This design comes from an exercise in tuning for small area and a short achievable clock period on the open sky130 flow, not from production work. In this exercise RTL edits were held to simulation tests only and were not proved equivalent to the original. Power is estimated from default activity; no workload was simulated.

Design issue_unit, start of the top module:
module issue_unit #(
   parameter int MUL_LAT = 4,
   parameter int TAG_W   = 6,
   parameter int DATA_W  = 32
) (
   input  logic              clk,
   input  logic              reset,
   input  logic [5:0]        issueint_opcode,
   input  logic [TAG_W-1:0]  issueint_rdtag,
   input  logic [DATA_W-1:0] issueint_rsdata,
   input  logic [DATA_W-1:0] issueint_rtdata,
   input  logic              issueint_ready,
   output logic              issueint_done,
   input  logic [TAG_W-1:0]  issuemul_rdtag,
   input  logic [DATA_W-1:0] issuemul_rsdata,
   input  logic [DATA_W-1:0] issuemul_rtdata,
   input  logic              issuemul_ready,
   output logic              issuemul_done,
   output logic [TAG_W-1:0]  cdb_tag,
   output logic [DATA_W-1:0] cdb_data,
   output logic              cdb_valid
);
   logic              near_v;
   logic [TAG_W-1:0]  near_tag;
   logic [DATA_W-1:0] near_data;
   logic [DATA_W-1:0] alu_result;
   logic              cdb_v_q;
   logic [TAG_W-1:0]  cdb_tag_q;
   logic [DATA_W-1:0] cdb_data_q;
   logic [5:0]        op;
   logic              sel_add, sel_logic, sel_cmp;
   logic [DATA_W-1:0] a, b, bx, sum, logic_r;
   logic              cout, lt;
   assign op = issueint_opcode;
   assign a  = issueint_rsdata;
   assign b  = issueint_rtdata;
   assign sel_add   = (op[5:2] == 4'b1000) & ~(op[1] & op[0]);    
   assign sel_logic = (op[5:2] == 4'b1001);                       
   assign sel_cmp   = (op[5:1] == 5'b10101);                      
   assign bx = b ^ {DATA_W{op[1]}};
   logic [DATA_W-1:0] pg_g [0:5];
   logic [DATA_W-1:0] pg_p [0:5];
   logic [DATA_W:0]   carry;
   always_comb begin
      pg_g[0] = a & bx;
      pg_p[0] = a ^ bx;
      pg_g[0][0] = (a[0] & bx[0]) | ((a[0] ^ bx[0]) & op[1]);
      for (int l = 0; l < 5; l++) begin
         for (int i = 0; i < DATA_W; i++) begin
            if (i & (1 << l)) begin
               pg_g[l+1][i] = pg_g[l][i] | (pg_p[l][i] & pg_g[l][((i >> l) << l) - 1]);
               pg_p[l+1][i] = pg_p[l][i] & pg_p[l][((i >> l) << l) - 1];
            end else begin
               pg_g[l+1][i] = pg_g[l][i];
               pg_p[l+1][i] = pg_p[l][i];
            end
         end
      end
      carry[0] = op[1];
      for (int i = 0; i < DATA_W; i++) carry[i+1] = pg_g[5][i];
   end
   assign sum  = pg_p[0] ^ carry[DATA_W-1:0];
   assign cout = carry[DATA_W];
  ...
Size: ~1800 cells after synthesis, about 240 flip-flops, about 190 I/O pins.
Settings: LEC_CHECK=0, ABC_CLOCK_PERIOD_IN_PS=4000, CAP_MARGIN=20, CORE_MARGIN=2, CORE_UTILIZATION=40, PLACE_DENSITY=0.7, SETUP_SLACK_MARGIN=4.45, SLEW_MARGIN=20, SYNTH_HIERARCHICAL=1; clock period 8.0 ns.
standard.sh (not shown) runs the stock make flow with config.mk's settings and CLKGATE_MAP_FILE= SYNTH_SCRIPT=/design/flow/synth_recipe.tcl, a recipe that flattens the netlist after the stock synthesis.
==> flow/flow/run.sh <==
#!/bin/bash
set -euo pipefail
export BUFFER_PORTS_ARGS="-buffer_cell sky130_fd_sc_hd__buf_1"
bash standard.sh > standard.log 2>&1
The starting point finished with timing, DRC and antenna clean.
==> next run, changes <==
PLACE_DENSITY = 0.85   (was 0.7)
Outcome: Clock skew grows by 0.022 ns. Cell area rises by 3.6%. Via count increases by 5.2%. Non-clock buffer count went up by 17. Fmax rose by 0.61%. Global-route usage is about the same. Power grows by 2.2%. Synthesized area does not change. Wire length increases by 4.7%. Register-to-register slack is about the same.
==> next run, changes <==
CTS_CLUSTER_DIAMETER = 120   (was unset)
CTS_CLUSTER_SIZE = 22   (was unset)
PLACE_DENSITY = 0.7   (was 0.85)
After rerunning: Sequential power barely changes; global-route usage came out lower by 0.20 points; core utilization fell by 2.6 points; area after synthesis is unchanged.
==> next run, changes <==
CTS_CLUSTER_DIAMETER = unset   (was 120)
CTS_CLUSTER_SIZE = unset   (was 22)
SETUP_SLACK_MARGIN = 4.6   (was 4.45)
Outcome: The new run passed the timing, design-rule and antenna checks. Wire length rose by about 14%. Clock-buffer cell count rose by 20. First-iteration DRC count went up by 32%. Setup slack improved by 0.11 ns. Flip-flop and latch count does not change. Hold slack gets worse by 0.0078 ns. Non-clock buffer count increases by 60. Clock power goes up by 83%.
==> next run, changes <==
CORE_UTILIZATION = 50   (was 40)
SETUP_SLACK_MARGIN = 4.45   (was 4.6)
Outcome:
- synthesized area does not change
- count of clock-buffer cells in the layout shrinks by 1
- worst setup slack got worse by 0.069 ns
- register-to-register slack got worse by 0.12 ns
- cell area shrinks by 4.6%
- core utilization grows by 9.1 points
- cell count shrinks by about 5.4%
- non-clock buffer count shrinks by 44
- combinational power shrinks by 5.6%

-- what the ideal ports hide --
The flow's constraints put no driver on any port. The routed layouts listed below were extracted and timed again, unchanged, in two steps.
Step 1, drivers: a clkbuf_16 drives clk and a buf_2 each remaining input, both assumed.
Step 2, shift: input delay + t, output delay - t, t = (earliest + latest rising clock arrival at the registers) / 2. This alone moves slack from input paths to output paths.
Three values: ideal, step 1, step 2; two values: the first two.
| run | t, ns | setup WS [ns] | worst setup path after step 2 |
|---|---|---|---|
| the first run | 0.622 | 4.400 / 4.347 / 3.725 | input to register |
| the second run | 0.618 | 4.422 / 4.307 / 3.689 | input to register |
| the third run | 0.547 | 4.316 / 4.216 / 3.669 | input to register |
| the fourth run | 0.633 | 4.421 / 4.375 / 3.759 | input to register |
| the fifth run | 0.618 | 4.352 / 4.326 / 3.708 | input to register |
After both steps setup and hold are still met in every run listed. For the second run, which loses most, drivers alone change the setup slack by -0.115 ns; drivers and shift together by -0.733 ns.
